What follows belongs to an exercise in optimizing a design on an open flow for small area, a short achievable clock period and few clock cycles per item; a production flow would make more cautious choices. In this exercise RTL edits were held to simulation tests only and were not proved equivalent to the original.

$ cat design.v
module act_requant_pipe #(
   parameter int LANES    = 4,
   parameter int IN_W     = 24,
   parameter int OUT_W    = 8,
   parameter int DQ_SHIFT = 13,
   parameter int RQ_SHIFT = 8,
   parameter int LEN_W    = 16
) (
   input  logic                clk,
   input  logic                rst,
   input  logic                start,
   input  logic [1:0]          cfg_mode,
   input  logic [IN_W-1:0]     cfg_bias,
   input  logic [7:0]          cfg_dq_scale,
   input  logic [7:0]          cfg_rq_scale,
   input  logic [LEN_W-1:0]    cfg_len,
   input  logic                in_valid,
   output logic                in_ready,
   input  logic [LANES*IN_W-1:0] in_data,
   output logic                out_valid,
   input  logic                out_ready,
   output logic [LANES*OUT_W-1:0] out_data,
   output logic                out_last,
   output logic                busy,
   output logic                done,
   output logic [15:0]         sat_cnt
);
   localparam int X_W = IN_W + 1;           
   localparam int P_W = X_W + 8;            
   localparam int D_W = P_W - DQ_SHIFT;     
   localparam int Y_W = 17;                 
   localparam int Q_W = Y_W + 8;            
   logic                   busy_r, done_r, rem_nz;
   logic [LEN_W-1:0]       in_rem;
   logic [1:0]             mode;
   logic [IN_W-1:0]        bias_r;
   logic [12:0]            dq_b, rq_b;      
   logic                   v1, v2, v3, l1, l2, l3, o_v, o_l, s_v, s_l;
   logic                   en, acc, in_fire, in_last, pop, push;
   logic [IN_W-1:0]        bias_e;
   logic [LANES*OUT_W-1:0] r_c, s_d;
   logic [LANES-1:0]       sat_c, o_sat, s_sat;
   function automatic logic [12:0] booth8(input logic [7:0] b);
      logic [9:0] e;
      logic [3:0] one, two, neg;
      e = {1'b0, b, 1'b0};
      for (int i = 0; i < 4; i++) begin
         one[i] = e[2*i+1] ^ e[2*i];
         two[i] = (e[2*i+2] & ~e[2*i+1] & ~e[2*i]) | (~e[2*i+2] & e[2*i+1] & e[2*i]);
         neg[i] = e[2*i+2];
      end
      booth8 = {b[7], neg, two, one};
   endfunction
   assign en = !s_v;
   assign acc = busy_r ? rem_nz : start;
   assign in_ready = en && (!busy_r || rem_nz);
   assign in_fire = in_valid && en && acc;
   assign in_last = busy_r ? in_rem == LEN_W'(1) : cfg_len == LEN_W'(1);
   assign bias_e = busy_r ? bias_r : cfg_bias;
   assign pop = o_v && out_ready;
   assign push = en && v3;
   assign out_valid = o_v;
   assign out_last = o_l;
   assign busy = busy_r;
   assign done = done_r;
   for (genvar i = 0; i < LANES; i++) begin : g_lane
      logic [X_W-1:0]        xb, s1_x;
      logic [D_W-1:0]        s2_d;
      logic [Y_W-1:0]        s3_y;
      logic [X_W-1:0] xa, ba;
      assign xa = {in_data[i*IN_W+IN_W-1], in_data[i*IN_W +: IN_W]};
      assign ba = {bias_e[IN_W-1], bias_e};
      assign xb = xa + ba;
      logic [X_W:0]   xe;
      logic [X_W:0]   pp [0:4];
      logic [P_W-1:0] prow [0:4];
      logic [P_W-1:0] pneg, p;
      assign xe = {s1_x[X_W-1], s1_x};
      for (genvar r = 0; r < 5; r++) begin : g_pp
         for (genvar j = 0; j <= X_W; j++) begin : g_b
            if (r < 4) begin : g_bo
               assign pp[r][j] = ((dq_b[r] & xe[j]) | (dq_b[4+r] & (j > 0 ? xe[j-1] : 1'b0))) ^ dq_b[8+r];
            end else begin : g_b7
               assign pp[r][j] = dq_b[12] & xe[j];
            end
         end
         assign prow[r] = P_W'({~pp[r][X_W], pp[r][X_W-1:0]}) << (2 * r);
      end
      assign pneg = P_W'({dq_b[11], 1'b0, dq_b[10], 1'b0, dq_b[9], 1'b0, dq_b[8]});
      localparam logic [P_W-1:0] PK = P_W'(0) - (P_W'(1) << X_W) - (P_W'(1) << (X_W + 2))
                                    - (P_W'(1) << (X_W + 4)) - (P_W'(1) << (X_W + 6));
      assign p = prow[0] + prow[1] + prow[2] + prow[3] + prow[4] + pneg + PK;
      logic              neg, le3, ge3, gt6, ovp, ovn;
      logic [Y_W-1:0]    dc, y_c;
      logic [11:0]       e;
      logic [10:0]       ea;
      logic [23:0]       sq;
      logic [28:0]       t;
      logic [10:0]       hs;
      assign neg = s2_d[D_W-1];
      assign ovp = !neg && |s2_d[D_W-2:Y_W-1];
      assign ovn = neg && !(&s2_d[D_W-2:Y_W-1]);
      assign dc = ovp ? {1'b0, {(Y_W-1){1'b1}}} : ovn ? {1'b1, {(Y_W-1){1'b0}}} : s2_d[Y_W-1:0];
      assign le3 = $signed(s2_d) <= -$signed(D_W'(768));
      assign ge3 = $signed(s2_d) >= $signed(D_W'(768));
      assign gt6 = $signed(s2_d) > $signed(D_W'(1536));
      assign e = {s2_d[10], s2_d[10:0]} + 12'd384;
      assign ea = e[10:0];
      logic [23:0] sqr [0:10];
      for (genvar a = 0; a < 11; a++) begin : g_sq
         logic [10:0] rowv;
         for (genvar b = 0; b < 11; b++) begin : g_sb
            if (b == a) begin : g_d
               assign rowv[b] = ea[a];
            end else if (b > a) begin : g_o
               assign rowv[b] = ea[a] & ea[b];
            end else begin : g_z
               assign rowv[b] = 1'b0;
            end
         end
         assign sqr[a] = (24'(ea[a]) << (2 * a)) + ((24'(rowv) & ~(24'(1) << a)) << (a + 1));
      end
      logic [23:0] sqs, sqn;
      assign sqn = e[11] ? (24'(ea) << 12) : 24'd0;
      assign sqs = sqr[0] + sqr[1] + sqr[2] + sqr[3] + sqr[4] + sqr[5] + sqr[6] + sqr[7]
                 + sqr[8] + sqr[9] + sqr[10];
      assign sq = sqs - sqn + (24'(e[11]) << 22);
      assign t = (29'(sq) << 5) + (29'(sq) << 3) + (29'(sq) << 1) + 29'(sq) - 29'd6340608;
      assign hs = t[26:16];
      assign y_c = mode == 2'd0 ? dc
                 : mode == 2'd3 ? (le3 ? '0 : ge3 ? dc : {{(Y_W-11){hs[10]}}, hs})
                 : neg ? '0
                 : (mode == 2'd2 && gt6) ? Y_W'(1536) : dc;
      logic [Y_W:0]   ye;
      logic [Y_W:0]   qp [0:4];
      logic [Q_W-1:0] qrow [0:4];
      logic [Q_W-1:0] qneg, q;
      logic [Q_W-9:0] rs;
      logic           shi, slo;
      assign ye = {s3_y[Y_W-1], s3_y};
      for (genvar r = 0; r < 5; r++) begin : g_qp
         for (genvar j = 0; j <= Y_W; j++) begin : g_b
            if (r < 4) begin : g_bo
               assign qp[r][j] = ((rq_b[r] & ye[j]) | (rq_b[4+r] & (j > 0 ? ye[j-1] : 1'b0))) ^ rq_b[8+r];
            end else begin : g_b7
               assign qp[r][j] = rq_b[12] & ye[j];
            end
         end
         assign qrow[r] = Q_W'({~qp[r][Y_W], qp[r][Y_W-1:0]}) << (2 * r);
      end
      assign qneg = Q_W'({rq_b[11], 1'b0, rq_b[10], 1'b0, rq_b[9], 1'b0, rq_b[8]});
      localparam logic [Q_W-1:0] QK = Q_W'(128) - (Q_W'(1) << Y_W) - (Q_W'(1) << (Y_W + 2))
                                    - (Q_W'(1) << (Y_W + 4)) - (Q_W'(1) << (Y_W + 6));
      assign q = qrow[0] + qrow[1] + qrow[2] + qrow[3] + qrow[4] + qneg + QK;
      assign rs = q[Q_W-1:RQ_SHIFT];
      assign shi = !rs[Q_W-9] && |rs[Q_W-10:7];
      assign slo = rs[Q_W-9] && !(&rs[Q_W-10:7]);
      assign sat_c[i] = shi || slo;
      assign r_c[i*OUT_W +: OUT_W] = shi ? 8'h7f : slo ? 8'h80 : rs[7:0];
      always_ff @(posedge clk) begin
         if (en) begin
            s1_x <= xb;
            s2_d <= p[P_W-1:DQ_SHIFT];
            s3_y <= y_c;
         end
      end
   end
   always_ff @(posedge clk) begin
      if (en) begin
         l1 <= in_last;
         l2 <= l1;
         l3 <= l2;
      end
      if (push && !(o_v && !pop)) begin
         out_data <= r_c;
         o_sat <= sat_c;
         o_l <= l3;
      end else if (pop && s_v) begin
         out_data <= s_d;
         o_sat <= s_sat;
         o_l <= s_l;
      end
      if (push && o_v && !pop) begin
         s_d <= r_c;
         s_sat <= sat_c;
         s_l <= l3;
      end
      if (!busy_r && start) begin
         mode <= cfg_mode;
         bias_r <= cfg_bias;
         dq_b <= booth8(cfg_dq_scale);
         rq_b <= booth8(cfg_rq_scale);
      end
   end
   always_ff @(posedge clk) begin
      if (rst) begin
         busy_r <= 1'b0;
         done_r <= 1'b0;
         rem_nz <= 1'b0;
         in_rem <= '0;
         {v1, v2, v3, o_v, s_v} <= '0;
      end else begin
         if (en) begin
            v1 <= in_fire;
            v2 <= v1;
            v3 <= v2;
         end
         if (push) begin
            if (o_v && !pop) s_v <= 1'b1;
            else o_v <= 1'b1;
         end else if (pop) begin
            if (s_v) s_v <= 1'b0;
            else o_v <= 1'b0;
         end
         done_r <= pop && o_l;
         if (done_r) busy_r <= 1'b0;
         if (!busy_r && start) begin
            busy_r <= 1'b1;
            in_rem <= cfg_len - LEN_W'(in_fire);
            rem_nz <= cfg_len > LEN_W'(in_fire);
            if (cfg_len == '0) done_r <= 1'b1;
         end else if (in_fire) begin
            in_rem <= in_rem - 1'b1;
            rem_nz <= in_rem != LEN_W'(1);
         end
      end
   end
   logic [2:0]  n_sat;
   logic [16:0] sat_sum;
   always_comb begin
      n_sat = '0;
      for (int i = 0; i < LANES; i++) n_sat = n_sat + 3'(o_sat[i]);
   end
   assign sat_sum = {1'b0, sat_cnt} + 17'(n_sat);
   always_ff @(posedge clk) begin
      if (rst) sat_cnt <= '0;
      else if (!busy_r && start) sat_cnt <= '0;
      else if (pop) sat_cnt <= sat_sum[16] ? 16'hFFFF : sat_sum[15:0];
   end
endmodule
$ cat run.sh
#!/bin/bash
# synth_recipe.tcl (not shown) runs the flow's synth.tcl, then flattens the netlist and writes it again
# the make line also repeats each setting of config.mk as NAME=value (left out here)
make -C /OpenROAD-flow-scripts/flow DESIGN_CONFIG=/design/flow/config.mk WORK_HOME=/design/flow/orfs CLKGATE_MAP_FILE= SYNTH_SCRIPT=/design/flow/synth_recipe.tcl finish
$ cat config.mk
export PLATFORM = sky130hd
export DESIGN_NAME = act_requant_pipe
export DESIGN_NICKNAME = act_requant_pipe
export VERILOG_FILES = /design/flow/design.v
export SDC_FILE = /design/flow/constraint.sdc
export NUM_CORES = 4
export LEC_CHECK = 0
export CAP_MARGIN = 20
export CORE_MARGIN = 2
export CORE_UTILIZATION = 40
export SLEW_MARGIN = 20
$ cat constraint.sdc
create_clock -name core_clock -period 13.0 [get_ports {clk}]
set_input_delay 2.6000 -clock core_clock [delete_from_list [all_inputs] [get_ports {clk}]]
set_output_delay 2.6000 -clock core_clock [all_outputs]
set_load 0.01 [all_outputs]
==> results.cfg <==
[sta]
skew_ps = 19.4
drv_slew = 0
min_period_over_period = 0.766
tns_ps = 0
final-hold-violation-count = 0
rsz0062_at_grt = no
max_slew_margin = 0.300
fmax_mhz = 100
fin_crit_ps = 9960
tightest_slew_ps = 1050
setup_viol_count_final = 0
hold-worst-slack_ps = 420

[drt]
drc_errors = 0
avgRoutedWirePerCell_um = 17.8
viasPerCell = 5.39
firstDrtPassIters = 6
drtIter0Drc = 3946
antenna_left = 0
finalWirelength_mm = 183
via_count = 55641

[status]
outcome = finished clean

[floorplanning]
core_um2 = 183000
die_height_um = 434
die_area_um2 = 188000
die_x_um = 434
rows = 157
io_pins = 212
initial_utilization = 0.403

[grt]
grt_pass1_vias = 56759
antenna_found_initial = 0
grt_overflow = 0
grt_max_degree = 145
grt_pass1_wl_mm = 302
grt.total_usage = 0.195

[clock_network]
cts_tree = built
path_clk_slew_ps = 60
clkLatencyLatePin_ps = 650
clock_path_buffers = 3
clkSinkCount = 415
cts-buffers-inserted = 50
cts-resized-gates = 0
hold_buffers = 0
htreeDepth = 2
cts_root_buffer = clkbuf_16
cts_setup_buffers = 0

[worst_hold_path]
hp-class = flip-flop to flip-flop

[critical_path]
crit_type = flip-flop to flip-flop
cpMaxStageDelayCell = o31ai_1
crit_family = adder cells
slowest_delay_ps = 660
start_kind = flip-flop
end_kind = flip-flop
crit_fanout = 13
arrival_ps = 10320
worstPathRequired_ps = 13360
crit_buf_inv = 5

[logic_synthesis]
synth.avg_cell_area_um2 = 9.25
yosys.area.top_type_share = 0.194
yosys-top-cells-area = fa_1, ha_1, edfxtp_1
yosysWarnings = 21
synth_flop_cell = edfxtp_1
ys_seq_area_frac = 0.163
ys_ff_latch = 415
syn_inst = 7982
synth_area_um2 = 73900
async_flop_share = 0
synth_edf_count = 375
synth_cell_type_count = 99
synth_fp_nets = 9885
synth_top_cell_by_area = fa_1

[placement]
port_buffers = 211
gp_congestion = 0.884
dp_hpwl_mm = 142

[finish]
nFillCells = 17688
nNetsFinal = 9714
multiInputGateArea_um2 = 56200
antennaDiodeCount = 0
areaGrowthSynthToFinish_pct = 7.66
seq_area_um2 = 12100
drive_gt1_frac = 0.0326

[run]
cap_violations = 0
==> placed cells by master, fill, tap and decap left out, drive strengths merged, types with 20 or more instances in the layout <==
cell type,count
a211oi,32
a21o,99
a21oi,275
a22oi,635
a31oi,42
and2,214
and3,39
buf,57
clkbuf,56
clkdlybuf4s50,211
dfxtp,40
edfxtp,375
fa,715
ha,1029
inv,998
mux2,39
nand2,382
nand2b,67
nand3,68
nand4,37
nor2,411
nor2b,60
nor3,101
o211ai,28
o21a,63
o21ai,274
o21bai,37
o22ai,22
o31ai,20
or2,32
or3,29
xnor2,629
xor2,475
==> layout make-up <==
cell class	count	area share
repair buffers	268	0.0324
well taps	2464	0.0388
multi-input cells	6081	0.707
flip-flops and latches	415	0.152
clock inverters	37	0.00653
inverters	995	0.0471
clock buffers	56	0.0163
==> cells in the mapped netlist (all sizes together), types with 101 or more instances <==
cell type,number
buf,106
a21oi,275
fa,715
a22oi,635
clkbuf,385
edfxtp,375
ha,1029
xnor2,629
nor2,411
inv,986
xor2,475
nor3,101
and2,214
nand2,382
o21ai,274
==> cell families (layout without fill, tap and decap cells) <==
family,after synthesis,in the layout,synth area share
AOI/OAI and AO/OA,1669,1669,0.154
adders and majority gates,1746,1746,0.368
muxes,48,48,0.00717
buffers and inverters,1486,1356,0.0758
DFF,415,415,0.163
and+or+nand+nor,1512,1512,0.0998
xor gates and xnor gates,1106,1106,0.132
==> registers in the layout, indices dropped and copies added, names as in the netlist, 12 cells and up <==
name         count
g_lane.s1_x    100
g_lane.s2_d     80
g_lane.s3_y     68
out_data        32
s_d             32
bias_r          24
in_rem          16
sat_cnt         16
dq_b            12
rq_b            12
==> worst register-to-register path: cells and delay by family (launching register included) <==
kind / cells / cell delay, ps
adders and majority gates: 9 / 3330
DFF: 1 / 630
AOI/OAI and AO/OA: 9 / 2940
and+or+nand+nor: 5 / 840
xor gates and xnor gates: 4 / 1200
buffers and inverters: 5 / 750
==> path summary, 6_finish.rpt <==
check	slack, ps	endpoint	cells past startpoint	startpoint
max reg2reg	3040	g_lane[0].s3_y[11]	32	g_lane[0].s2_d[7]
min reg2reg	420	l2	0	l1
min	420	l2	0	l1
max	3040	g_lane[0].s3_y[11]	32	g_lane[0].s2_d[7]
==> metrics by stage <==
stage	std cells	instance area, um2	worst slack, ps	util
after floorplan	7982	73900	2700	-
after global routing	10316	79500	2170	0.434
after global placement	10222	77700	3160	0.424
final	10316	79500	3040	0.434
after detailed placement	10222	77700	3010	0.424
after CTS	10315	79500	2960	0.434
==> layer usage <==
| metal | track usage | routed length (um) | part of all wire | vias to the layer above |
|---|---|---|---|---|
| met1 | 0.278 | 87800 | 0.48 | 27161 |
| met2 | 0.317 | 82700 | 0.45 | 1431 |
| li1 | - | - | - | 26859 |
| met4 | 0.0438 | 3830 | 0.021 | 0 |
| met5 | 0 | 0 | 0 | - |
| met3 | 0.0196 | 9010 | 0.049 | 190 |
Testbench counts, summed over its fixed seeds: cycles 14,309, beats 13,349.

what the ideal ports hide:
Ports are ideal in the flow. The routed layout listed here was re-timed in OpenROAD.
Step 1 sets driving cells, clkbuf_16 on the clock port and buf_2 on the other inputs (assumed; they add their load-dependent delay and slew).
Step 2 adds t to the input delays and takes it off the output delays; t is the mean of the earliest and latest rising clock arrival at the registers after step 1. Input paths then give back, and output paths get back, about the clock's delay inside the block.
a / b / c = ideal ports / drivers / drivers and shift; a / b = the first two.
t, ns: 0.709
slack for setup (ns): 3.043 / 3.043 / 3.043
worst setup path after step 2: register to register
worst slew at a driven data input, ns: 0.09
pins driven straight from the clock port: 1
After both steps setup and hold are still met in this run. For this run, drivers alone change the setup slack by 0.000 ns; drivers and shift together by 0.000 ns.
